From an optimization exercise on the open Yosys and OpenROAD flow, aimed at small area and a short achievable clock period; shortcuts taken in it are not production practice. Function was not checked in any run shown here: the RTL went through the layout flow alone.

## flow/design.v (module list and top-level ports; edited modules follow where they fit)
// module varcic_fa: 10 lines
// module varcic_ha: 9 lines
// module varcic_pgn: 11 lines
// module varcic_gn: 8 lines
// module varcic_pgp: 11 lines
// module varcic_gp: 8 lines
// module varcic_kdec: 14 lines
// module varcic_same: 7 lines
// module varcic_out: 39 lines
// module varcic_mc: 8016 lines
module varcic_mc #(
  parameter int STAGES    = 5,
  parameter int IN_WIDTH  = 18,
  parameter int OUT_WIDTH = 18,
  parameter int ACC_WIDTH = 48,
  parameter int CHANNELS  = 2
) (
  input  logic                          clock,
  input  logic                          reset,
  input  logic [5:0]                    decimation,
  input  logic [5:0]                    out_shift,
  input  logic                          in_strobe,
  input  logic [CHANNELS*IN_WIDTH-1:0]  in_data,
  output logic                          out_strobe,
  output logic [CHANNELS*OUT_WIDTH-1:0] out_data,
  output logic                          overflow
);
  // ...
==> flow/flow/run.sh <==
#!/bin/bash
set -euo pipefail
export SETUP_SLACK_MARGIN=11.45
export BUFFER_PORTS_ARGS="-buffer_cell sky130_fd_sc_hd__buf_4"
bash standard.sh > standard_flow.log 2>&1
==> flow/standard.sh <==
#!/bin/bash
# synth_recipe.tcl (not shown) runs the flow's synth.tcl, then flattens the netlist and writes it again
# the make line also repeats each setting of config.mk as NAME=value (left out here)
make -C /OpenROAD-flow-scripts/flow DESIGN_CONFIG=/design/flow/config.mk WORK_HOME=/design/flow/orfs CLKGATE_MAP_FILE= SYNTH_SCRIPT=/design/flow/synth_recipe.tcl "${@:-finish}"
==> flow/config.mk <==
export PLATFORM = sky130hd
export DESIGN_NAME = varcic_mc
export DESIGN_NICKNAME = varcic_mc
export VERILOG_FILES = /design/flow/design.v
export SDC_FILE = /design/flow/constraint.sdc
export NUM_CORES = 4
export LEC_CHECK = 0
export CAP_MARGIN = 20
export CORE_MARGIN = 2
export CORE_UTILIZATION = 55
export CTS_BUF_LIST = sky130_fd_sc_hd__clkbuf_16
export CTS_CLUSTER_DIAMETER = 90
export CTS_CLUSTER_SIZE = 27
export SLEW_MARGIN = 20
export SYNTH_HIERARCHICAL = 1
export SYNTH_MINIMUM_KEEP_SIZE = 0
==> flow/constraint.sdc <==
create_clock -name core_clock -period 16.0 [get_ports {clock}]
set_input_delay 3.2000 -clock core_clock [delete_from_list [all_inputs] [get_ports {clock}]]
set_output_delay 3.2000 -clock core_clock [all_outputs]
set_load 0.01 [all_outputs]
==> out/qor.csv, run 1 <==
metric,value,unit
final net count,8551,
min-delay src,ih1_0[47],
final worst slack,11.14,ns
GRT busiest layer,met1,
family with the most delay on the worst path,compound AO/OA/AOI/OAI gates,
TritonCTS Sinks,1308,
Detailed Routing Iterations Pass 1,7,
placed cells,8513,
Total Die Area,165000,µm²
Iteration-0 DRC Markers,4559,
met3 usage,5.59,%
"antenna viol nets, final",0,
slowest CP cell,fa_2,
Most Frequent Cell on Critical Path,a21oi_4,
Worst Tran Pin Value,1.26,ns
Compound-Gate Fraction of Synth Area,11.0,%
Initial Utilization,55.5,%
Setup crit end kind,register,
largest family of logic cells by synthesized area,adder cells,
status,timing/DRC/antenna clean,
CTS Hold Bufs,0,
clock latency (worst-skew pair),0.73,ns
==> module varcic_out, before the edit <==
module varcic_out (
  input  logic [47:0] c,
  input  logic [30:0] cs,
  input  logic [3:0]  oh_lo,
  input  logic [7:0]  oh_hi,
  input  logic [30:0] mask,
  input  logic        load,
  input  logic        clear,
  input  logic [17:0] q,
  output logic [17:0] d,
  output logic        hit
);
  logic [45:0] m;
  logic [17:0] r, dn, ds;
  logic        same_lo, same_hi;
  varcic_same u_same_lo (.cs(cs), .mask(mask), .same(same_lo));
  varcic_same u_same_hi (.cs(cs), .mask(mask), .same(same_hi));
  always_comb begin
    for (int p = 0; p < 46; p++) begin
      m[p] = 1'b0;
      for (int u = 0; u < 4; u++) begin
        if (p + u < 48) m[p] = m[p] | (c[p+u] & oh_lo[u]);
      end
    end
    for (int i = 0; i < 18; i++) begin
      r[i] = 1'b0;
      for (int w = 0; w < 8; w++) begin
        if (i + 4 * w < 46) r[i] = r[i] | (m[i+4*w] & oh_hi[w]);
      end
    end
    hit  = ~same_hi;
    for (int i = 0; i < 18; i++) begin
      dn[i] = ~clear & (load ? r[i] : q[i]);
      ds[i] = ~clear & (load ? ((i == 17) ? cs[30] : ~cs[30]) : q[i]);
    end
    d[8:0]  = same_lo ? dn[8:0] : ds[8:0];
    d[17:9] = same_hi ? dn[17:9] : ds[17:9];
  end
endmodule
==> inputs of run 2 (changes only) <==
--- a/flow/design.v
+++ b/flow/design.v
@@ -64,60 +64,77 @@
     for (int i = 0; i < 8; i++) begin
       lo[i] = (sh[2:0] == 3'(i));
       hi[i] = (sh[5:3] == 3'(i));
     end
     for (int j = 0; j < 29; j++) k[j] = hi[(j + 1) >> 3] & lo[(j + 1) & 7];
     k[29] = (|hi[7:4]) | (hi[3] & (lo[6] | lo[7]));
   end
 endmodule
-module varcic_same (
-  input  logic [30:0] cs,
-  input  logic [30:0] mask,
+module varcic_sat (
+  input  logic [31:0] p,
+  input  logic [31:0] g,
+  input  logic [30:0] cy,
+  input  logic [30:0] at,
+  input  logic [30:0] at1,
+  input  logic [30:0] gt,
+  input  logic [30:0] ge2,
+  input  logic [30:0] ge,
   output logic        same
 );
-  assign same = (&(cs | ~mask)) | (&(~cs | ~mask));
+  logic [30:0] pj, zj, m2j, t_z0, t_m1, t_m2;
+  logic        cin, z0, m1, m2;
+  always_comb begin
+    for (int i = 0; i < 31; i++) begin
+      pj[i]  = p[i+1];
+      zj[i]  = ~(p[i+1] ^ (p[i] | g[i]));
+      m2j[i] = p[i+1] ^ g[i];
+      t_z0[i] = (~gt[i] | zj[i]) & (~at[i] | ~pj[i]);
+      t_m1[i] = ~ge[i] | pj[i];
+      t_m2[i] = (~at[i] | ~pj[i]) & (~at1[i] | ~zj[i]) & (~ge2[i] | m2j[i]);
+    end
+    z0   = &t_z0;
+    m1   = &t_m1;
+    m2   = &t_m2;
+    cin  = |(cy & at);
+    same = m1 | (cin ? m2 : z0);
+  end
 endmodule
 module varcic_out (
   input  logic [47:0] c,
-  input  logic [30:0] cs,
+  input  logic        same,
   input  logic [3:0]  oh_lo,
   input  logic [7:0]  oh_hi,
-  input  logic [30:0] mask,
   input  logic        load,
   input  logic        clear,
   input  logic [17:0] q,
   output logic [17:0] d,
   output logic        hit
 );
   logic [45:0] m;
   logic [17:0] r, dn, ds;
-  logic        same_lo, same_hi;
-  varcic_same u_same_lo (.cs(cs), .mask(mask), .same(same_lo));
-  varcic_same u_same_hi (.cs(cs), .mask(mask), .same(same_hi));
   always_comb begin
     for (int p = 0; p < 46; p++) begin
       m[p] = 1'b0;
       for (int u = 0; u < 4; u++) begin
         if (p + u < 48) m[p] = m[p] | (c[p+u] & oh_lo[u]);
       end
     end
     for (int i = 0; i < 18; i++) begin
       r[i] = 1'b0;
       for (int w = 0; w < 8; w++) begin
         if (i + 4 * w < 46) r[i] = r[i] | (m[i+4*w] & oh_hi[w]);
       end
     end
-    hit  = ~same_hi;
+    hit  = ~same;
     for (int i = 0; i < 18; i++) begin
       dn[i] = ~clear & (load ? r[i] : q[i]);
-      ds[i] = ~clear & (load ? ((i == 17) ? cs[30] : ~cs[30]) : q[i]);
+      ds[i] = ~clear & (load ? ((i == 17) ? c[47] : ~c[47]) : q[i]);
     end
-    d[8:0]  = same_lo ? dn[8:0] : ds[8:0];
-    d[17:9] = same_hi ? dn[17:9] : ds[17:9];
+    d = same ? dn : ds;
   end
 endmodule
 module varcic_mc #(
   parameter int STAGES    = 5,
   parameter int IN_WIDTH  = 18,
   parameter int OUT_WIDTH = 18,
   parameter int ACC_WIDTH = 48,
   parameter int CHANNELS  = 2
@@ -134,27 +151,27 @@
 );
   localparam int W = ACC_WIDTH;
   logic [5:0]   dec_eff;
   logic [5:0]   r_lat;
   logic         r_one;
   logic [5:0]   cnt;
   logic [5:0]   s_cur;
   logic [4:0]   s_lat;
-  logic [30:0]  s_mask;
+  logic [30:0]  s_mask, s_at, s_at1, s_gt, s_ge2;
   logic [3:0]   s_lo;
   logic [7:0]   s_hi;
   logic         dec_change;
   logic         clr;
   logic         comb_strobe;
   logic [2:0]   flush_cnt;
   logic         flush_done;
   logic         out_en;
   logic [W-1:0]         c_rnd [CHANNELS];
-  logic [30:0]          c_sat [CHANNELS];
+  logic [CHANNELS-1:0]  c_same;
   logic [CHANNELS*OUT_WIDTH-1:0] out_d;
   logic [CHANNELS-1:0]  sat_hit;
   logic                          out_strobe_r;
   logic [CHANNELS*OUT_WIDTH-1:0] out_data_r;
   logic                          overflow_r;
   assign dec_eff    = (decimation == 6'd0) ? 6'd1 : decimation;
   assign dec_change = (dec_eff != r_lat);
   assign clr        = reset | dec_change;
@@ -165,21 +182,26 @@
   assign out_data   = out_data_r;
   assign overflow   = overflow_r;
   logic [29:0] k_rnd0, k_rnd1;
   varcic_kdec u_kdec0 (.sh(out_shift), .k(k_rnd0));
   varcic_kdec u_kdec1 (.sh(out_shift), .k(k_rnd1));
   always_comb begin
     for (int u = 0; u < 4; u++) s_lo[u] = (s_lat[1:0] == 2'(u));
     for (int w = 0; w < 8; w++) s_hi[w] = (s_lat[4:2] == 3'(w));
-    s_mask = '0;
-    for (int j = 0; j < 31; j++) s_mask[j] = (5'(j) >= s_lat);
+    for (int j = 0; j < 31; j++) begin
+      s_mask[j] = (5'(j) >= s_lat);
+      s_at[j]   = (5'(j) == s_lat);
+      s_at1[j]  = (6'(j) == 6'(s_lat) + 6'd1);
+      s_gt[j]   = (5'(j) > s_lat);
+      s_ge2[j]  = (6'(j) >= 6'(s_lat) + 6'd2);
+    end
   end
   for (genvar k = 0; k < CHANNELS; k++) begin : g_out
-    varcic_out u_out (.c(c_rnd[k]), .cs(c_sat[k]), .oh_lo(s_lo), .oh_hi(s_hi), .mask(s_mask),
+    varcic_out u_out (.c(c_rnd[k]), .same(c_same[k]), .oh_lo(s_lo), .oh_hi(s_hi),
                       .load(out_en), .clear(reset), .q(out_data_r[k*OUT_WIDTH +: OUT_WIDTH]),
                       .d(out_d[k*OUT_WIDTH +: OUT_WIDTH]), .hit(sat_hit[k]));
   end
   always_ff @(posedge clock) begin
     s_lat       <= s_cur[4:0];
     r_lat       <= dec_eff;
     r_one       <= (dec_eff == 6'd1);
     comb_strobe <= 1'b0;
@@ -1877,17 +1899,19 @@
   logic u0_787_s;
   logic u0_787_c;
   logic u0_788_s;
   logic u0_788_c;
   logic u0_789_s;
   logic u0_789_c;
   logic [47:0] ua0;
   logic [47:0] ub0;
-  logic [30:0] c_sat0;
+  logic [31:0] c_p0;
+  logic [31:0] c_g0;
+  logic [30:0] c_cy0;
   logic a0_790_p;
   logic a0_790_g;
   logic a0_791_p;
   logic a0_791_g;
   logic a0_792_p;
   logic a0_792_g;
   logic a0_793_p;
   logic a0_793_g;
@@ -4315,17 +4339,19 @@
   logic u1_2022_s;
   logic u1_2022_c;
   logic u1_2023_s;
   logic u1_2023_c;
   logic u1_2024_s;
   logic u1_2024_c;
   logic [47:0] ua1;
   logic [47:0] ub1;
-  logic [30:0] c_sat1;
+  logic [31:0] c_p1;
+  logic [31:0] c_g1;
+  logic [30:0] c_cy1;
   logic a1_2025_p;
   logic a1_2025_g;
   logic a1_2026_p;
   logic a1_2026_g;
   logic a1_2027_p;
   logic a1_2027_g;
   logic a1_2028_p;
   logic a1_2028_g;
@@ -6348,47 +6374,111 @@
   assign c_rnd0[40] = a0_830_p ^ a0_1067_g;
   assign c_rnd0[41] = a0_831_p ^ a0_1069_g;
   assign c_rnd0[42] = a0_832_p ^ a0_1071_g;
   assign c_rnd0[43] = a0_833_p ^ a0_1073_g;
   assign c_rnd0[44] = a0_834_p ^ a0_1075_g;
   assign c_rnd0[45] = a0_835_p ^ a0_1077_g;
   assign c_rnd0[46] = a0_836_p ^ a0_1079_g;
   assign c_rnd0[47] = a0_837_p ^ a0_1081_g;
-  assign c_sat0[0] = ~(a0_807_p ^ a0_1020_g);
-  assign c_sat0[1] = ~(a0_808_p ^ a0_1022_g);
-  assign c_sat0[2] = ~(a0_809_p ^ a0_1023_g);
-  assign c_sat0[3] = ~(a0_810_p ^ a0_1024_g);
-  assign c_sat0[4] = ~(a0_811_p ^ a0_1026_g);
-  assign c_sat0[5] = ~(a0_812_p ^ a0_1028_g);
-  assign c_sat0[6] = ~(a0_813_p ^ a0_1030_g);
-  assign c_sat0[7] = ~(a0_814_p ^ a0_1032_g);
-  assign c_sat0[8] = ~(a0_815_p ^ a0_1033_g);
-  assign c_sat0[9] = ~(a0_816_p ^ a0_1034_g);
-  assign c_sat0[10] = ~(a0_817_p ^ a0_1035_g);
-  assign c_sat0[11] = ~(a0_818_p ^ a0_1036_g);
-  assign c_sat0[12] = ~(a0_819_p ^ a0_1037_g);
-  assign c_sat0[13] = ~(a0_820_p ^ a0_1038_g);
-  assign c_sat0[14] = ~(a0_821_p ^ a0_1039_g);
-  assign c_sat0[15] = ~(a0_822_p ^ a0_1040_g);
-  assign c_sat0[16] = a0_823_p ^ a0_1058_g;
-  assign c_sat0[17] = a0_824_p ^ a0_1059_g;
-  assign c_sat0[18] = a0_825_p ^ a0_1061_g;
-  assign c_sat0[19] = a0_826_p ^ a0_1063_g;
-  assign c_sat0[20] = a0_827_p ^ a0_1064_g;
-  assign c_sat0[21] = a0_828_p ^ a0_1065_g;
-  assign c_sat0[22] = a0_829_p ^ a0_1066_g;
-  assign c_sat0[23] = a0_830_p ^ a0_1067_g;
-  assign c_sat0[24] = a0_831_p ^ a0_1069_g;
-  assign c_sat0[25] = a0_832_p ^ a0_1071_g;
-  assign c_sat0[26] = a0_833_p ^ a0_1073_g;
-  assign c_sat0[27] = a0_834_p ^ a0_1075_g;
-  assign c_sat0[28] = a0_835_p ^ a0_1077_g;
-  assign c_sat0[29] = a0_836_p ^ a0_1079_g;
-  assign c_sat0[30] = a0_837_p ^ a0_1081_g;
+  assign c_p0[0] = a0_806_p;
+  assign c_g0[0] = a0_806_g;
+  assign c_p0[1] = a0_807_p;
+  assign c_g0[1] = a0_807_g;
+  assign c_p0[2] = a0_808_p;
+  assign c_g0[2] = a0_808_g;
+  assign c_p0[3] = a0_809_p;
+  assign c_g0[3] = a0_809_g;
+  assign c_p0[4] = a0_810_p;
+  assign c_g0[4] = a0_810_g;
+  assign c_p0[5] = a0_811_p;
+  assign c_g0[5] = a0_811_g;
+  assign c_p0[6] = a0_812_p;
+  assign c_g0[6] = a0_812_g;
+  assign c_p0[7] = a0_813_p;
+  assign c_g0[7] = a0_813_g;
+  assign c_p0[8] = a0_814_p;
+  assign c_g0[8] = a0_814_g;
+  assign c_p0[9] = a0_815_p;
+  assign c_g0[9] = a0_815_g;
+  assign c_p0[10] = a0_816_p;
+  assign c_g0[10] = a0_816_g;
+  assign c_p0[11] = a0_817_p;
+  assign c_g0[11] = a0_817_g;
+  assign c_p0[12] = a0_818_p;
+  assign c_g0[12] = a0_818_g;
+  assign c_p0[13] = a0_819_p;
+  assign c_g0[13] = a0_819_g;
+  assign c_p0[14] = a0_820_p;
+  assign c_g0[14] = a0_820_g;
+  assign c_p0[15] = a0_821_p;
+  assign c_g0[15] = a0_821_g;
+  assign c_p0[16] = a0_822_p;
+  assign c_g0[16] = a0_822_g;
+  assign c_p0[17] = a0_823_p;
+  assign c_g0[17] = a0_823_g;
+  assign c_p0[18] = a0_824_p;
+  assign c_g0[18] = a0_824_g;
+  assign c_p0[19] = a0_825_p;
+  assign c_g0[19] = a0_825_g;
+  assign c_p0[20] = a0_826_p;
+  assign c_g0[20] = a0_826_g;
+  assign c_p0[21] = a0_827_p;
+  assign c_g0[21] = a0_827_g;
+  assign c_p0[22] = a0_828_p;
+  assign c_g0[22] = a0_828_g;
+  assign c_p0[23] = a0_829_p;
+  assign c_g0[23] = a0_829_g;
+  assign c_p0[24] = a0_830_p;
+  assign c_g0[24] = a0_830_g;
+  assign c_p0[25] = a0_831_p;
+  assign c_g0[25] = a0_831_g;
+  assign c_p0[26] = a0_832_p;
+  assign c_g0[26] = a0_832_g;
+  assign c_p0[27] = a0_833_p;
+  assign c_g0[27] = a0_833_g;
+  assign c_p0[28] = a0_834_p;
+  assign c_g0[28] = a0_834_g;
+  assign c_p0[29] = a0_835_p;
+  assign c_g0[29] = a0_835_g;
+  assign c_p0[30] = a0_836_p;
+  assign c_g0[30] = a0_836_g;
+  assign c_p0[31] = a0_837_p;
+  assign c_g0[31] = a0_837_g;
+  assign c_cy0[0] = ~a0_1020_g;
+  assign c_cy0[1] = ~a0_1022_g;
+  assign c_cy0[2] = ~a0_1023_g;
+  assign c_cy0[3] = ~a0_1024_g;
+  assign c_cy0[4] = ~a0_1026_g;
+  assign c_cy0[5] = ~a0_1028_g;
+  assign c_cy0[6] = ~a0_1030_g;
+  assign c_cy0[7] = ~a0_1032_g;
+  assign c_cy0[8] = ~a0_1033_g;
+  assign c_cy0[9] = ~a0_1034_g;
+  assign c_cy0[10] = ~a0_1035_g;
+  assign c_cy0[11] = ~a0_1036_g;
+  assign c_cy0[12] = ~a0_1037_g;
+  assign c_cy0[13] = ~a0_1038_g;
+  assign c_cy0[14] = ~a0_1039_g;
+  assign c_cy0[15] = ~a0_1040_g;
+  assign c_cy0[16] = a0_1058_g;
+  assign c_cy0[17] = a0_1059_g;
+  assign c_cy0[18] = a0_1061_g;
+  assign c_cy0[19] = a0_1063_g;
+  assign c_cy0[20] = a0_1064_g;
+  assign c_cy0[21] = a0_1065_g;
+  assign c_cy0[22] = a0_1066_g;
+  assign c_cy0[23] = a0_1067_g;
+  assign c_cy0[24] = a0_1069_g;
+  assign c_cy0[25] = a0_1071_g;
+  assign c_cy0[26] = a0_1073_g;
+  assign c_cy0[27] = a0_1075_g;
+  assign c_cy0[28] = a0_1077_g;
+  assign c_cy0[29] = a0_1079_g;
+  assign c_cy0[30] = a0_1081_g;
   varcic_ha u_b0_1084 (.a(ias0[0]), .b(iac0[0]), .s(b0_1084_p), .co(b0_1084_g));
   varcic_ha u_b0_1085 (.a(ias0[1]), .b(iac0[1]), .s(b0_1085_p), .co(b0_1085_g));
   varcic_ha u_b0_1086 (.a(ias0[2]), .b(iac0[2]), .s(b0_1086_p), .co(b0_1086_g));
   varcic_ha u_b0_1087 (.a(ias0[3]), .b(iac0[3]), .s(b0_1087_p), .co(b0_1087_g));
   varcic_ha u_b0_1088 (.a(ias0[4]), .b(iac0[4]), .s(b0_1088_p), .co(b0_1088_g));
   varcic_ha u_b0_1089 (.a(ias0[5]), .b(iac0[5]), .s(b0_1089_p), .co(b0_1089_g));
   varcic_ha u_b0_1090 (.a(ias0[6]), .b(iac0[6]), .s(b0_1090_p), .co(b0_1090_g));
   varcic_ha u_b0_1091 (.a(ias0[7]), .b(iac0[7]), .s(b0_1091_p), .co(b0_1091_g));
@@ -7842,47 +7932,111 @@
   assign c_rnd1[40] = a1_2065_p ^ a1_2302_g;
   assign c_rnd1[41] = a1_2066_p ^ a1_2304_g;
   assign c_rnd1[42] = a1_2067_p ^ a1_2306_g;
   assign c_rnd1[43] = a1_2068_p ^ a1_2308_g;
   assign c_rnd1[44] = a1_2069_p ^ a1_2310_g;
   assign c_rnd1[45] = a1_2070_p ^ a1_2312_g;
   assign c_rnd1[46] = a1_2071_p ^ a1_2314_g;
   assign c_rnd1[47] = a1_2072_p ^ a1_2316_g;
-  assign c_sat1[0] = ~(a1_2042_p ^ a1_2255_g);
-  assign c_sat1[1] = ~(a1_2043_p ^ a1_2257_g);
-  assign c_sat1[2] = ~(a1_2044_p ^ a1_2258_g);
-  assign c_sat1[3] = ~(a1_2045_p ^ a1_2259_g);
-  assign c_sat1[4] = ~(a1_2046_p ^ a1_2261_g);
-  assign c_sat1[5] = ~(a1_2047_p ^ a1_2263_g);
-  assign c_sat1[6] = ~(a1_2048_p ^ a1_2265_g);
-  assign c_sat1[7] = ~(a1_2049_p ^ a1_2267_g);
-  assign c_sat1[8] = ~(a1_2050_p ^ a1_2268_g);
-  assign c_sat1[9] = ~(a1_2051_p ^ a1_2269_g);
-  assign c_sat1[10] = ~(a1_2052_p ^ a1_2270_g);
-  assign c_sat1[11] = ~(a1_2053_p ^ a1_2271_g);
-  assign c_sat1[12] = ~(a1_2054_p ^ a1_2272_g);
-  assign c_sat1[13] = ~(a1_2055_p ^ a1_2273_g);
-  assign c_sat1[14] = ~(a1_2056_p ^ a1_2274_g);
-  assign c_sat1[15] = ~(a1_2057_p ^ a1_2275_g);
-  assign c_sat1[16] = a1_2058_p ^ a1_2293_g;
-  assign c_sat1[17] = a1_2059_p ^ a1_2294_g;
-  assign c_sat1[18] = a1_2060_p ^ a1_2296_g;
-  assign c_sat1[19] = a1_2061_p ^ a1_2298_g;
-  assign c_sat1[20] = a1_2062_p ^ a1_2299_g;
-  assign c_sat1[21] = a1_2063_p ^ a1_2300_g;
-  assign c_sat1[22] = a1_2064_p ^ a1_2301_g;
-  assign c_sat1[23] = a1_2065_p ^ a1_2302_g;
-  assign c_sat1[24] = a1_2066_p ^ a1_2304_g;
-  assign c_sat1[25] = a1_2067_p ^ a1_2306_g;
-  assign c_sat1[26] = a1_2068_p ^ a1_2308_g;
-  assign c_sat1[27] = a1_2069_p ^ a1_2310_g;
-  assign c_sat1[28] = a1_2070_p ^ a1_2312_g;
-  assign c_sat1[29] = a1_2071_p ^ a1_2314_g;
-  assign c_sat1[30] = a1_2072_p ^ a1_2316_g;
+  assign c_p1[0] = a1_2041_p;
+  assign c_g1[0] = a1_2041_g;
+  assign c_p1[1] = a1_2042_p;
+  assign c_g1[1] = a1_2042_g;
+  assign c_p1[2] = a1_2043_p;
+  assign c_g1[2] = a1_2043_g;
+  assign c_p1[3] = a1_2044_p;
+  assign c_g1[3] = a1_2044_g;
+  assign c_p1[4] = a1_2045_p;
+  assign c_g1[4] = a1_2045_g;
+  assign c_p1[5] = a1_2046_p;
+  assign c_g1[5] = a1_2046_g;
+  assign c_p1[6] = a1_2047_p;
+  assign c_g1[6] = a1_2047_g;
+  assign c_p1[7] = a1_2048_p;
+  assign c_g1[7] = a1_2048_g;
+  assign c_p1[8] = a1_2049_p;
+  assign c_g1[8] = a1_2049_g;
+  assign c_p1[9] = a1_2050_p;
+  assign c_g1[9] = a1_2050_g;
+  assign c_p1[10] = a1_2051_p;
+  assign c_g1[10] = a1_2051_g;
+  assign c_p1[11] = a1_2052_p;
+  assign c_g1[11] = a1_2052_g;
+  assign c_p1[12] = a1_2053_p;
+  assign c_g1[12] = a1_2053_g;
+  assign c_p1[13] = a1_2054_p;
+  assign c_g1[13] = a1_2054_g;
+  assign c_p1[14] = a1_2055_p;
+  assign c_g1[14] = a1_2055_g;
+  assign c_p1[15] = a1_2056_p;
+  assign c_g1[15] = a1_2056_g;
+  assign c_p1[16] = a1_2057_p;
+  assign c_g1[16] = a1_2057_g;
+  assign c_p1[17] = a1_2058_p;
+  assign c_g1[17] = a1_2058_g;
+  assign c_p1[18] = a1_2059_p;
+  assign c_g1[18] = a1_2059_g;
+  assign c_p1[19] = a1_2060_p;
+  assign c_g1[19] = a1_2060_g;
+  assign c_p1[20] = a1_2061_p;
+  assign c_g1[20] = a1_2061_g;
+  assign c_p1[21] = a1_2062_p;
+  assign c_g1[21] = a1_2062_g;
+  assign c_p1[22] = a1_2063_p;
+  assign c_g1[22] = a1_2063_g;
+  assign c_p1[23] = a1_2064_p;
+  assign c_g1[23] = a1_2064_g;
+  assign c_p1[24] = a1_2065_p;
+  assign c_g1[24] = a1_2065_g;
+  assign c_p1[25] = a1_2066_p;
+  assign c_g1[25] = a1_2066_g;
+  assign c_p1[26] = a1_2067_p;
+  assign c_g1[26] = a1_2067_g;
+  assign c_p1[27] = a1_2068_p;
+  assign c_g1[27] = a1_2068_g;
+  assign c_p1[28] = a1_2069_p;
+  assign c_g1[28] = a1_2069_g;
+  assign c_p1[29] = a1_2070_p;
+  assign c_g1[29] = a1_2070_g;
+  assign c_p1[30] = a1_2071_p;
+  assign c_g1[30] = a1_2071_g;
+  assign c_p1[31] = a1_2072_p;
+  assign c_g1[31] = a1_2072_g;
+  assign c_cy1[0] = ~a1_2255_g;
+  assign c_cy1[1] = ~a1_2257_g;
+  assign c_cy1[2] = ~a1_2258_g;
+  assign c_cy1[3] = ~a1_2259_g;
+  assign c_cy1[4] = ~a1_2261_g;
+  assign c_cy1[5] = ~a1_2263_g;
+  assign c_cy1[6] = ~a1_2265_g;
+  assign c_cy1[7] = ~a1_2267_g;
+  assign c_cy1[8] = ~a1_2268_g;
+  assign c_cy1[9] = ~a1_2269_g;
+  assign c_cy1[10] = ~a1_2270_g;
+  assign c_cy1[11] = ~a1_2271_g;
+  assign c_cy1[12] = ~a1_2272_g;
+  assign c_cy1[13] = ~a1_2273_g;
+  assign c_cy1[14] = ~a1_2274_g;
+  assign c_cy1[15] = ~a1_2275_g;
+  assign c_cy1[16] = a1_2293_g;
+  assign c_cy1[17] = a1_2294_g;
+  assign c_cy1[18] = a1_2296_g;
+  assign c_cy1[19] = a1_2298_g;
+  assign c_cy1[20] = a1_2299_g;
+  assign c_cy1[21] = a1_2300_g;
+  assign c_cy1[22] = a1_2301_g;
+  assign c_cy1[23] = a1_2302_g;
+  assign c_cy1[24] = a1_2304_g;
+  assign c_cy1[25] = a1_2306_g;
+  assign c_cy1[26] = a1_2308_g;
+  assign c_cy1[27] = a1_2310_g;
+  assign c_cy1[28] = a1_2312_g;
+  assign c_cy1[29] = a1_2314_g;
+  assign c_cy1[30] = a1_2316_g;
   varcic_ha u_b1_2319 (.a(ias1[0]), .b(iac1[0]), .s(b1_2319_p), .co(b1_2319_g));
   varcic_ha u_b1_2320 (.a(ias1[1]), .b(iac1[1]), .s(b1_2320_p), .co(b1_2320_g));
   varcic_ha u_b1_2321 (.a(ias1[2]), .b(iac1[2]), .s(b1_2321_p), .co(b1_2321_g));
   varcic_ha u_b1_2322 (.a(ias1[3]), .b(iac1[3]), .s(b1_2322_p), .co(b1_2322_g));
   varcic_ha u_b1_2323 (.a(ias1[4]), .b(iac1[4]), .s(b1_2323_p), .co(b1_2323_g));
   varcic_ha u_b1_2324 (.a(ias1[5]), .b(iac1[5]), .s(b1_2324_p), .co(b1_2324_g));
   varcic_ha u_b1_2325 (.a(ias1[6]), .b(iac1[6]), .s(b1_2325_p), .co(b1_2325_g));
   varcic_ha u_b1_2326 (.a(ias1[7]), .b(iac1[7]), .s(b1_2326_p), .co(b1_2326_g));
@@ -8080,25 +8234,27 @@
   assign ia_bin1[47] = ~(b1_2366_p ^ b1_2470_g);
   assign nas0 = {i0_360_c, i0_359_c, i0_358_c, i0_357_c, i0_356_c, i0_355_c, i0_354_c, i0_353_c, i0_352_c, i0_351_c, i0_350_c, i0_349_c, i0_348_c, i0_347_c, i0_346_c, i0_345_c, i0_344_c, i0_343_c, i0_342_c, i0_341_c, i0_340_c, i0_339_c, i0_338_c, i0_337_c, i0_336_c, i0_335_c, i0_334_c, i0_333_c, i0_333_s, i0_331_c, i0_330_c, i0_329_c, i0_328_c, i0_327_c, i0_326_c, i0_325_c, i0_324_c, i0_323_c, i0_322_c, i0_321_c, i0_320_c, i0_319_c, i0_318_c, i0_317_c, i0_316_c, i0_315_c, i0_314_c, i0_314_s};
   assign nac0 = {i0_361_s, i0_360_s, i0_359_s, i0_358_s, i0_357_s, i0_356_s, i0_355_s, i0_354_s, i0_353_s, i0_352_s, i0_351_s, i0_350_s, i0_349_s, i0_348_s, i0_347_s, i0_346_s, i0_345_s, i0_344_s, i0_343_s, i0_342_s, i0_341_s, i0_340_s, i0_339_s, i0_338_s, i0_337_s, i0_336_s, i0_335_s, i0_334_s, i0_332_c, i0_332_s, i0_331_s, i0_330_s, i0_329_s, i0_328_s, i0_327_s, i0_326_s, i0_325_s, i0_324_s, i0_323_s, i0_322_s, i0_321_s, i0_320_s, i0_319_s, i0_318_s, i0_317_s, i0_316_s, i0_315_s, in_data[0]};
   assign ngs0 = {g0_692_c, g0_691_c, g0_690_c, g0_689_c, g0_688_c, g0_687_c, g0_686_c, g0_685_c, g0_684_c, g0_683_c, g0_682_c, g0_681_c, g0_680_c, g0_679_c, g0_678_c, g0_677_c, g0_676_c, g0_676_s, g0_674_c, g0_673_c, g0_672_c, g0_671_c, g0_670_c, g0_669_c, g0_668_c, g0_667_c, g0_666_c, g0_665_c, g0_664_c, g0_663_c, g0_662_c, g0_661_c, g0_660_c, g0_659_c, g0_658_c, g0_657_c, g0_656_c, g0_655_c, g0_654_c, g0_653_c, g0_652_c, g0_651_c, g0_650_c, g0_649_c, g0_648_c, g0_647_c, g0_646_c, k_rnd0[0]};
   assign ngc0 = {g0_693_s, g0_692_s, g0_691_s, g0_690_s, g0_689_s, g0_688_s, g0_687_s, g0_686_s, g0_685_s, g0_684_s, g0_683_s, g0_682_s, g0_681_s, g0_680_s, g0_679_s, g0_678_s, g0_677_s, g0_675_c, g0_675_s, g0_674_s, g0_673_s, g0_672_s, g0_671_s, g0_670_s, g0_669_s, g0_668_s, g0_667_s, g0_666_s, g0_665_s, g0_664_s, g0_663_s, g0_662_s, g0_661_s, g0_660_s, g0_659_s, g0_658_s, g0_657_s, g0_656_s, g0_655_s, g0_654_s, g0_653_s, g0_652_s, g0_651_s, g0_650_s, g0_649_s, g0_648_s, g0_647_s, g0_646_s};
   assign ua0 = {u0_788_c, u0_787_c, u0_786_c, u0_785_c, u0_784_c, u0_783_c, u0_782_c, u0_781_c, u0_780_c, u0_779_c, u0_778_c, u0_777_c, u0_776_c, u0_775_c, u0_774_c, u0_773_c, u0_772_c, u0_771_c, u0_770_c, u0_769_c, u0_768_c, u0_767_c, u0_766_c, u0_765_c, u0_764_c, u0_763_c, u0_762_c, u0_761_c, u0_760_c, u0_759_c, u0_758_c, u0_757_c, u0_756_c, u0_755_c, u0_754_c, u0_753_c, u0_752_c, u0_751_c, u0_750_c, u0_749_c, u0_748_c, u0_747_c, u0_746_c, u0_745_c, u0_744_c, u0_743_c, u0_742_c, u0_742_s};
   assign ub0 = {u0_789_s, u0_788_s, u0_787_s, u0_786_s, u0_785_s, u0_784_s, u0_783_s, u0_782_s, u0_781_s, u0_780_s, u0_779_s, u0_778_s, u0_777_s, u0_776_s, u0_775_s, u0_774_s, u0_773_s, u0_772_s, u0_771_s, u0_770_s, u0_769_s, u0_768_s, u0_767_s, u0_766_s, u0_765_s, u0_764_s, u0_763_s, u0_762_s, u0_761_s, u0_760_s, u0_759_s, u0_758_s, u0_757_s, u0_756_s, u0_755_s, u0_754_s, u0_753_s, u0_752_s, u0_751_s, u0_750_s, u0_749_s, u0_748_s, u0_747_s, u0_746_s, u0_745_s, u0_744_s, u0_743_s, u0_694_s};
   assign c_rnd[0] = c_rnd0;
-  assign c_sat[0] = c_sat0;
+  varcic_sat u_sat0 (.p(c_p0), .g(c_g0), .cy(c_cy0), .at(s_at), .at1(s_at1), .gt(s_gt),
+                      .ge2(s_ge2), .ge(s_mask), .same(c_same[0]));
   assign nas1 = {i1_1595_c, i1_1594_c, i1_1593_c, i1_1592_c, i1_1591_c, i1_1590_c, i1_1589_c, i1_1588_c, i1_1587_c, i1_1586_c, i1_1585_c, i1_1584_c, i1_1583_c, i1_1582_c, i1_1581_c, i1_1580_c, i1_1579_c, i1_1578_c, i1_1577_c, i1_1576_c, i1_1575_c, i1_1574_c, i1_1573_c, i1_1572_c, i1_1571_c, i1_1570_c, i1_1569_c, i1_1568_c, i1_1568_s, i1_1566_c, i1_1565_c, i1_1564_c, i1_1563_c, i1_1562_c, i1_1561_c, i1_1560_c, i1_1559_c, i1_1558_c, i1_1557_c, i1_1556_c, i1_1555_c, i1_1554_c, i1_1553_c, i1_1552_c, i1_1551_c, i1_1550_c, i1_1549_c, i1_1549_s};
   assign nac1 = {i1_1596_s, i1_1595_s, i1_1594_s, i1_1593_s, i1_1592_s, i1_1591_s, i1_1590_s, i1_1589_s, i1_1588_s, i1_1587_s, i1_1586_s, i1_1585_s, i1_1584_s, i1_1583_s, i1_1582_s, i1_1581_s, i1_1580_s, i1_1579_s, i1_1578_s, i1_1577_s, i1_1576_s, i1_1575_s, i1_1574_s, i1_1573_s, i1_1572_s, i1_1571_s, i1_1570_s, i1_1569_s, i1_1567_c, i1_1567_s, i1_1566_s, i1_1565_s, i1_1564_s, i1_1563_s, i1_1562_s, i1_1561_s, i1_1560_s, i1_1559_s, i1_1558_s, i1_1557_s, i1_1556_s, i1_1555_s, i1_1554_s, i1_1553_s, i1_1552_s, i1_1551_s, i1_1550_s, in_data[18]};
   assign ngs1 = {g1_1927_c, g1_1926_c, g1_1925_c, g1_1924_c, g1_1923_c, g1_1922_c, g1_1921_c, g1_1920_c, g1_1919_c, g1_1918_c, g1_1917_c, g1_1916_c, g1_1915_c, g1_1914_c, g1_1913_c, g1_1912_c, g1_1911_c, g1_1911_s, g1_1909_c, g1_1908_c, g1_1907_c, g1_1906_c, g1_1905_c, g1_1904_c, g1_1903_c, g1_1902_c, g1_1901_c, g1_1900_c, g1_1899_c, g1_1898_c, g1_1897_c, g1_1896_c, g1_1895_c, g1_1894_c, g1_1893_c, g1_1892_c, g1_1891_c, g1_1890_c, g1_1889_c, g1_1888_c, g1_1887_c, g1_1886_c, g1_1885_c, g1_1884_c, g1_1883_c, g1_1882_c, g1_1881_c, k_rnd1[0]};
   assign ngc1 = {g1_1928_s, g1_1927_s, g1_1926_s, g1_1925_s, g1_1924_s, g1_1923_s, g1_1922_s, g1_1921_s, g1_1920_s, g1_1919_s, g1_1918_s, g1_1917_s, g1_1916_s, g1_1915_s, g1_1914_s, g1_1913_s, g1_1912_s, g1_1910_c, g1_1910_s, g1_1909_s, g1_1908_s, g1_1907_s, g1_1906_s, g1_1905_s, g1_1904_s, g1_1903_s, g1_1902_s, g1_1901_s, g1_1900_s, g1_1899_s, g1_1898_s, g1_1897_s, g1_1896_s, g1_1895_s, g1_1894_s, g1_1893_s, g1_1892_s, g1_1891_s, g1_1890_s, g1_1889_s, g1_1888_s, g1_1887_s, g1_1886_s, g1_1885_s, g1_1884_s, g1_1883_s, g1_1882_s, g1_1881_s};
   assign ua1 = {u1_2023_c, u1_2022_c, u1_2021_c, u1_2020_c, u1_2019_c, u1_2018_c, u1_2017_c, u1_2016_c, u1_2015_c, u1_2014_c, u1_2013_c, u1_2012_c, u1_2011_c, u1_2010_c, u1_2009_c, u1_2008_c, u1_2007_c, u1_2006_c, u1_2005_c, u1_2004_c, u1_2003_c, u1_2002_c, u1_2001_c, u1_2000_c, u1_1999_c, u1_1998_c, u1_1997_c, u1_1996_c, u1_1995_c, u1_1994_c, u1_1993_c, u1_1992_c, u1_1991_c, u1_1990_c, u1_1989_c, u1_1988_c, u1_1987_c, u1_1986_c, u1_1985_c, u1_1984_c, u1_1983_c, u1_1982_c, u1_1981_c, u1_1980_c, u1_1979_c, u1_1978_c, u1_1977_c, u1_1977_s};
   assign ub1 = {u1_2024_s, u1_2023_s, u1_2022_s, u1_2021_s, u1_2020_s, u1_2019_s, u1_2018_s, u1_2017_s, u1_2016_s, u1_2015_s, u1_2014_s, u1_2013_s, u1_2012_s, u1_2011_s, u1_2010_s, u1_2009_s, u1_2008_s, u1_2007_s, u1_2006_s, u1_2005_s, u1_2004_s, u1_2003_s, u1_2002_s, u1_2001_s, u1_2000_s, u1_1999_s, u1_1998_s, u1_1997_s, u1_1996_s, u1_1995_s, u1_1994_s, u1_1993_s, u1_1992_s, u1_1991_s, u1_1990_s, u1_1989_s, u1_1988_s, u1_1987_s, u1_1986_s, u1_1985_s, u1_1984_s, u1_1983_s, u1_1982_s, u1_1981_s, u1_1980_s, u1_1979_s, u1_1978_s, u1_1929_s};
   assign c_rnd[1] = c_rnd1;
-  assign c_sat[1] = c_sat1;
+  varcic_sat u_sat1 (.p(c_p1), .g(c_g1), .cy(c_cy1), .at(s_at), .at1(s_at1), .gt(s_gt),
+                      .ge2(s_ge2), .ge(s_mask), .same(c_same[1]));
   always_ff @(posedge clock) begin
     gs0 <= ngs0;
     gc0 <= ngc0;
     if (in_strobe) begin
       ias0 <= r_one ? '0 : nas0;
       iac0 <= r_one ? '0 : nac0;
       ih0_0 <= ia_bin0;
       ih0_1 <= ih0_0;
==> out/qor.csv, run 2 <==
metric,value,unit,change
H-tree depth,3,,unchanged
share of layout cells above drive strength 1,23.0,%,was 29.4%
final hold slack,0.431,ns,was 0.426 ns
synth cell count leaders,"1,356 x fa_1, 1,056 x edfxtp_1, 738 x inv_1, 393 x nand2_1, 355 x nor2_1",,"was 1,356 x fa_1, 1,056 x edfxtp_1, 673 x inv_1, 375 x nor2b_1, 354 x a21oi_2"
prevailing post-synth register cell,edfxtp_1,,unchanged
Yosys top cell area share,34.2,%,was 35.5%
Iteration-0 DRC Markers,5838,,"was 4,559"
"leading cell type in the layout, fill and taps excluded",fa_1,,unchanged
Core Footprint,167000,µm²,"was 161,000 µm²"
"Remaining Overflow, GRT",0,,unchanged
"antenna viol nets, final",0,,unchanged
Max-Slew Margin vs Limit,14.3,%,was 15.9%
"EDFF count, synth",1056,,unchanged
Worst Tran Pin Value,1.27,ns,was 1.26 ns
GPL Wtd Cong,0.986,,was 0.941
DRC,0,,unchanged
Max Slew Vio Count,0,,unchanged
CTS tree,yes,,unchanged
"Setup violations, final",0,,unchanged
Post-synth ARST share,0,%,unchanged
Setup crit start kind,register,,unchanged
WL final,255000,µm,"was 218,000 µm"
Setup TNS,0,ns,unchanged
critical path class,reg -> reg,,unchanged
Fin. Hold Viols,0,,unchanged
final period utilization,31.3,%,was 30.4%
final net count,9070,,"was 8,551"
WL/cell,26.7,µm,was 24.1 µm
sequential element share of the synthesized area,39.7,%,was 41.2%
CP arrival,5.67,ns,was 5.49 ns
Max Cap Viol,0,,unchanged
Total Die Area,172000,µm²,"was 165,000 µm²"
CTS root buf,clkbuf_16,,unchanged
Setup crit end kind,register,,unchanged
Syn. warnings,12,,was 13
DR vias,56673,,"was 51,110"
synthesized instance count,6989,,"was 6,333"
final worst slack,10.99,ns,was 11.14 ns
# port buffers,88,,unchanged
number of synthesized register bits,1308,,unchanged
Place WS,9.63,ns,was 9.34 ns
die height,414,µm,was 407 µm
CP Max Fanout,11,,was 8
fin crit period,5.01,ns,was 4.86 ns
Hold Path Class,reg -> reg,,unchanged
Area Overhead vs Synth,11.4,%,was 14.7%
CTS Hold Bufs,0,,unchanged
RSZ-0062 raised after global routing,yes,,unchanged
initial antenna violation count,2,,was 3
DP HPWL,200000,µm,"was 170,000 µm"
largest net degree at the start of global routing,153,,was 93
"count leader, synth",fa_1,,unchanged
Num CTS Buffers,70,,was 73
Clock Path Buffers,3,,unchanged
status,timing/DRC/antenna clean,,unchanged
TritonCTS Sinks,1308,,unchanged
Netlist cell types,89,,was 63
Detailed Routing Iterations Pass 1,9,,was 7
most frequent cells in the layout,"1,295 x fa_1, 1,056 x edfxtp_1, 748 x inv_1, 405 x buf_4, 362 x nand2_1",,"was 1,285 x fa_1, 1,056 x edfxtp_1, 669 x inv_1, 498 x buf_4, 373 x nor2b_1"
Die W,414,µm,was 407 µm
Clock transition at path regs,0.11,ns,about the same
GRT Util Overall,30.2,%,was 27.2%
"top cells by area, synth","edfxtp_1 34%, fa_1 29%, dfxtp_1 5.4%",,"was edfxtp_1 36%, fa_1 30%, dfxtp_1 5.7%"
Mapped Area,92700,µm²,"was 89,200 µm²"
num rows,150,,was 147
Avg Vias per Cell,5.92,,was 5.67
clock latency (worst-skew pair),0.74,ns,was 0.73 ns
vias in the first global route,60317,,"was 54,385"
Sequential Area,36800,µm²,about the same
Initial Utilization,55.4,%,was 55.5%
Mapped Nets,8749,,"was 8,088"
Avg Inst Size Synth,13.3,µm²,was 14.1 µm²
clock skew,0.0434,ns,was 0.0514 ns
first-pass GRT wire length,388000,µm,"was 335,000 µm"
Worst EP required,16.66,ns,was 16.63 ns
Ports,89,,unchanged
FMAX,199,MHz,was 206 MHz
footprint of the multi-input gates,54800,µm²,"was 53,400 µm²"
Synth area leader,edfxtp_1,,unchanged
fill cell count,12971,,"was 12,208"
==> run 2: what timing repair did <==
action / in CTS / in global routing
gates resized for setup: 476 / 110
setup buffers: 221 / 68
gates cloned: 2 / 1
pin swaps: 106 / 68
endpoints found under the setup margin: 434 / 158
==> run 2: worst paths after layout <==
kind | from | endpoint | slack, ns | cells past startpoint
worst min register to register | ch0_1[47] | ch0_2[47] | 0.43 | 0
worst max register to register | iac1[18] | out_data_r[25] | 10.99 | 17
worst min-delay path | ch0_1[47] | ch0_2[47] | 0.43 | 0
worst max-delay path | iac1[18] | out_data_r[25] | 10.99 | 17
==> run 2: Yosys stat by module, one instance, submodules excluded, a selection <==
module       cells  flops+latches  cell area [µm²]  copies in the design
varcic_out     291              0             2160                     2
varcic_mc     2955           1308            45600                     1
varcic_kdec     45              0              248                     2
varcic_gp        1              0             5.00                    80
varcic_pgn       2              0             12.5                   250
varcic_pgp       2              0             12.5                   170
varcic_ha        1              0             12.5                   342
varcic_sat     320              0             2110                     2
varcic_fa        1              0             20.0                  1356
==> run 2: worst max-delay path, stage by stage, from the launching register on <==
cell and delay (ns):
edfxtp_1 0.43, fa_1 0.51, fa_1 0.61, ha_4 0.22, buf_12 0.13, buf_4 0.20
o21ai_0 0.26, a21boi_0 0.17, a2111oi_0 0.34, nor4bb_1 0.83, nand4_1 0.29, nand3_4 0.21
inv_4 0.05, a31oi_4 0.18, buf_6 0.14, buf_12 0.10, o21ai_1 0.07, a31oi_1 0.18
==> run 2: logic make-up after synthesis <==
group	Yosys count	synth area share, %
adder cells (fa/ha/maj)	1709	34.1
AO/OA/AOI/OAI	1364	11.7
AND/OR/NAND/NOR	1354	7.27
flip-flops	1308	39.7
buffers and inverters	936	4.17
XOR/XNOR	284	2.68
multiplexers	34	0.413
==> run 2: area by class of cell <==
type | instances | share of cell area [%]
Clock inverter | 59 | 0.656
Multi-Input combinational cell | 4745 | 53.1
Tap cell | 2204 | 2.67
Antenna cell | 3 | 0.00727
Sequential cell | 1308 | 35.6
Inverter | 748 | 2.73
Clock buffer | 71 | 1.72
Timing Repair Buffer | 437 | 3.49
==> run 2: per-stage QoR <==
step | util, % | std cells | instance area, µm²
floorplan | - | 6989 | 92800
finish | 61.8 | 9575 | 103000
global placement | 57.2 | 9150 | 95700
CTS | 61.2 | 9503 | 102000
detailed placement | 57.2 | 9150 | 95700
global route | 61.7 | 9572 | 103000
==> run 2: metal layers <==
metal  routed length (µm)  share of wire, %  global-route usage (%)
met1               115000                45                    45.8
met2               117000                46                    46.5
met5                   19            0.0074                       0
met3                15400               6.0                    3.86
met4                 8390               3.3                    7.93
==> inputs of run 3 (changes only) <==
--- a/flow/config.mk
+++ b/flow/config.mk
@@ -13,2 +13,3 @@
 export CTS_CLUSTER_SIZE = 27
+export GPL_ROUTABILITY_DRIVEN = 0
 export SLEW_MARGIN = 20
==> out/qor.csv, run 3 <==
metric,value,unit,change
Detailed Routing Iterations Pass 1,17,,was 9
Mapped Area,92700,µm²,unchanged
synth cell count leaders,"1,356 x fa_1, 1,056 x edfxtp_1, 738 x inv_1, 393 x nand2_1, 355 x nor2_1",,unchanged
CP arrival,5.71,ns,was 5.67 ns
Clock transition at path regs,0.11,ns,about the same
Setup crit end kind,register,,unchanged
R2R depth,17,,unchanged
uppermost layer routed,met5,,unchanged
WL/cell,25.3,µm,was 26.7 µm
"antenna viol nets, final",0,,unchanged
DP Area,95500,µm²,"was 95,700 µm²"
prevailing post-synth register cell,edfxtp_1,,unchanged
GRT Util Overall,28.8,%,was 30.2%
Area Overhead vs Synth,11.4,%,about the same
Routed met1 length,107000,µm,"was 115,000 µm"
Place WS,9.58,ns,was 9.63 ns
share of layout cells above drive strength 1,23.1,%,was 23.0%
final net count,9079,,"was 9,070"
"top cells by area, synth","edfxtp_1 34%, fa_1 29%, dfxtp_1 5.4%",,unchanged
num rows,150,,unchanged
WL final,242000,µm,"was 255,000 µm"
clock skew,0.0411,ns,was 0.0434 ns
Ports,89,,unchanged
Clock Path Buffers,3,,unchanged
Max Cap Viol,0,,unchanged
fin crit period,5.05,ns,was 5.01 ns
Avg Inst Size Synth,13.3,µm²,unchanged
DP HPWL,188000,µm,"was 200,000 µm"
Post-Synth Simple-Gate Area,7.27,%,unchanged
placed cells,9131,,"was 9,150"
min-delay src,ch1_2[47],,was ch0_1[47]
synthesized instance count,6989,,unchanged
DR vias,56987,,"was 56,673"
final core utilization,61.7,%,was 61.8%
CTS tree,yes,,unchanged
vias in the first global route,60020,,"was 60,317"
met2 wire length,108000,µm,"was 117,000 µm"
# port buffers,88,,unchanged
Mapped Nets,8749,,unchanged
RSZ-0062 raised after global routing,yes,,unchanged
Die W,414,µm,unchanged
Layout Cells excl Fill,9584,,"was 9,575"
Iteration-0 DRC Markers,6162,,"was 5,838"
largest family of logic cells by synthesized area,adder cells,,unchanged
die height,414,µm,unchanged
RR Endpoint,out_data_r[31],,was out_data_r[25]
Total Die Area,172000,µm²,unchanged
status,timing/DRC/antenna clean,,unchanged
clock latency (worst-skew pair),0.73,ns,was 0.74 ns
post-synthesis mux area share,0.413,%,unchanged
Worst Setup SP,s_lat[4],,was iac1[18]
post-synthesis xor/xnor area fraction,2.68,%,unchanged
Netlist cell types,89,,unchanged
CTS root buf,clkbuf_16,,unchanged
"count leader, synth",fa_1,,unchanged
"Setup violations, final",0,,unchanged
Syn. warnings,12,,unchanged
DRC,0,,unchanged
Max Slew Vio Count,0,,unchanged
first-pass GRT wire length,375000,µm,"was 388,000 µm"
Post-synth ARST share,0,%,unchanged
"Remaining Overflow, GRT",0,,unchanged
Met3 Wirelength,17600,µm,"was 15,400 µm"
Compound-Gate Fraction of Synth Area,11.7,%,unchanged
Hold Path Class,reg -> reg,,unchanged
H-tree depth,3,,unchanged
Initial Utilization,55.4,%,unchanged
R2R Setup Slk,10.95,ns,was 10.99 ns
most frequent cells in the layout,"1,294 x fa_1, 1,056 x edfxtp_1, 740 x inv_1, 416 x buf_4, 376 x nand2_1",,"was 1,295 x fa_1, 1,056 x edfxtp_1, 748 x inv_1, 405 x buf_4, 362 x nand2_1"
TritonCTS Sinks,1308,,unchanged
Worst Setup EP,out_data_r[31],,was out_data_r[25]
Max-Slew Margin vs Limit,12.5,%,was 14.3%
Worst Tran Pin Value,1.31,ns,was 1.27 ns
Yosys top cell area share,34.2,%,unchanged
r2r startpoint,s_lat[4],,was iac1[18]
final period utilization,31.6,%,was 31.3%
"EDFF count, synth",1056,,unchanged
number of synthesized register bits,1308,,unchanged
Avg Vias per Cell,5.95,,was 5.92
adder-cell share of the synthesized area,34.1,%,unchanged
fill cell count,12985,,"was 12,971"
Setup TNS,0,ns,unchanged
initial antenna violation count,8,,was 2
critical path class,reg -> reg,,unchanged
sequential element share of the synthesized area,39.7,%,unchanged
Core Footprint,167000,µm²,unchanged
FMAX,198,MHz,was 199 MHz
Fin. Hold Viols,0,,unchanged
Worst EP required,16.66,ns,about the same
Setup crit start kind,register,,unchanged
post-route cell area,103000,µm²,about the same
CP Max Fanout,36,,was 11
final worst slack,10.95,ns,was 10.99 ns
"leading cell type in the layout, fill and taps excluded",fa_1,,unchanged
Num CTS Buffers,72,,was 70
Synth area leader,edfxtp_1,,unchanged
largest net degree at the start of global routing,161,,was 153
[run 3: cell count changes in the layout (fill, tap and decap cells not counted), moves of 11 or more]
| cell | change |
|---|---|
| o21ai_2 | +19 |
| dfxtp_2 | +11 |
| nor2_2 | -11 |
| buf_12 | -14 |
| buf_4 | +11 |
| nor2_4 | -12 |
| dfxtp_1 | -12 |
| ha_4 | +15 |
| nand2_2 | -12 |
| nand2_1 | +14 |
| o21ai_0 | -21 |
| nor2_1 | +23 |
[run 3: metrics by stage]
step | hold WS, ns
after floorplan | 0.400
after global placement | 0.404
after detailed placement | 0.405
after CTS | 0.431
after global routing | 0.436
final | 0.430
[run 3: logic make-up (layout without fill, tap and decap cells)]
| kind of cell | Yosys count | in the layout |
|---|---|---|
| XOR/XNOR | 284 | 284 |
| AO/OA/AOI/OAI | 1364 | 1364 |
| adder cells (fa/ha/maj) | 1709 | 1709 |
| multiplexers | 34 | 34 |
| AND/OR/NAND/NOR | 1354 | 1354 |
| flip-flops | 1308 | 1308 |
| buffers and inverters | 936 | 1322 |
| other | 0 | 5 |
[run 3: per-layer routing]
metal  GRT usage [%]  up-vias
li1                -    24689
met1            43.5    29392
met2            43.1     2366
met3            4.79      536
met4            8.26        4
met5               0        -
[run 3: worst min path at each step]
stage                 to  slack [ns]  cells past startpoint
2_1_floorplan  ch0_2[47]        0.40                      0
3_3_place_gp   ch1_3[47]        0.40                      0
3_5_place_dp   ih0_1[47]        0.41                      0
4_1_cts        ih1_1[47]        0.43                      0
5_1_grt        ih1_1[47]        0.44                      0
6_report       ch1_3[47]        0.43                      0
[run 3: modules after synthesis, one instance, submodules excluded]
| module | area, µm² | cells |
|---|---|---|
| varcic_fa | 20.0 | 1 |
| varcic_gn | 8.76 | 1 |
| varcic_gp | 5.00 | 1 |
| varcic_ha | 12.5 | 1 |
| varcic_kdec | 248 | 45 |
| varcic_mc | 45600 | 2955 |
| varcic_out | 2160 | 291 |
| varcic_pgn | 12.5 | 2 |
| varcic_pgp | 12.5 | 2 |
| varcic_sat | 2110 | 320 |
[run 3: repair_timing]
| action | CTS | global route |
|---|---|---|
| setup buffers | 226 | 87 |
| hold buffers | 0 | 0 |
| gates resized for setup | 399 | 169 |
| pin swaps | 103 | 61 |
| gates cloned | 1 | 2 |
| endpoints found under the setup margin | 295 | 370 |
[run 3: area by class of cell]
type	instances	area, µm²	share of cell area, %
clock buffer	78	1950	1.89
inverter	748	2810	2.72
sequential	1308	36800	35.6
tap	2204	2760	2.67
timing repair buffer	444	3540	3.43
antenna	5	12.5	0.0121
multi-input combinational	4745	54800	53.1
clock inverter	52	587	0.568
[run 3: worst max-delay path, stage by stage, from the launching register on]
cell	delay, ns
dfxtp_1	0.33
buf_4	0.35
clkinv_1	0.38
nor2_1	0.28
nand2_1	0.32
nor2_1	0.78
nor2b_1	0.46
a22o_1	0.32
a21oi_1	0.16
nand4_1	0.23
or4_4	0.49
nand3_4	0.12
inv_4	0.05
a31oi_4	0.18
buf_6	0.13
buf_12	0.11
o21ai_0	0.09
a31oi_1	0.18

==> re-timing with driven ports <==
The flow's constraints put no driver on any port. The routed layouts listed below were extracted and timed again, unchanged, in two steps.
Step 1 sets driving cells, clkbuf_16 on the clock port and buf_2 on the other inputs (assumed; they add their load-dependent delay and slew).
Step 2 also shifts input and output timing later by t, the mid clock arrival at the registers, as if the neighbouring blocks saw the same clock.
Slacks: ideal / step 1 / step 2; pairs: ideal / step 1.
run	t, ns	setup WS [ns]	cell pins on the clock port's net
run 1	0.789	11.141 / 11.141 / 10.496	1
run 2	0.798	10.986 / 10.986 / 10.354	1
run 3	0.795	10.947 / 10.947 / 10.281	1
After both steps setup and hold are still met in every run listed. For run 3, which loses most, drivers alone change the setup slack by 0.000 ns; drivers and shift together by -0.666 ns.
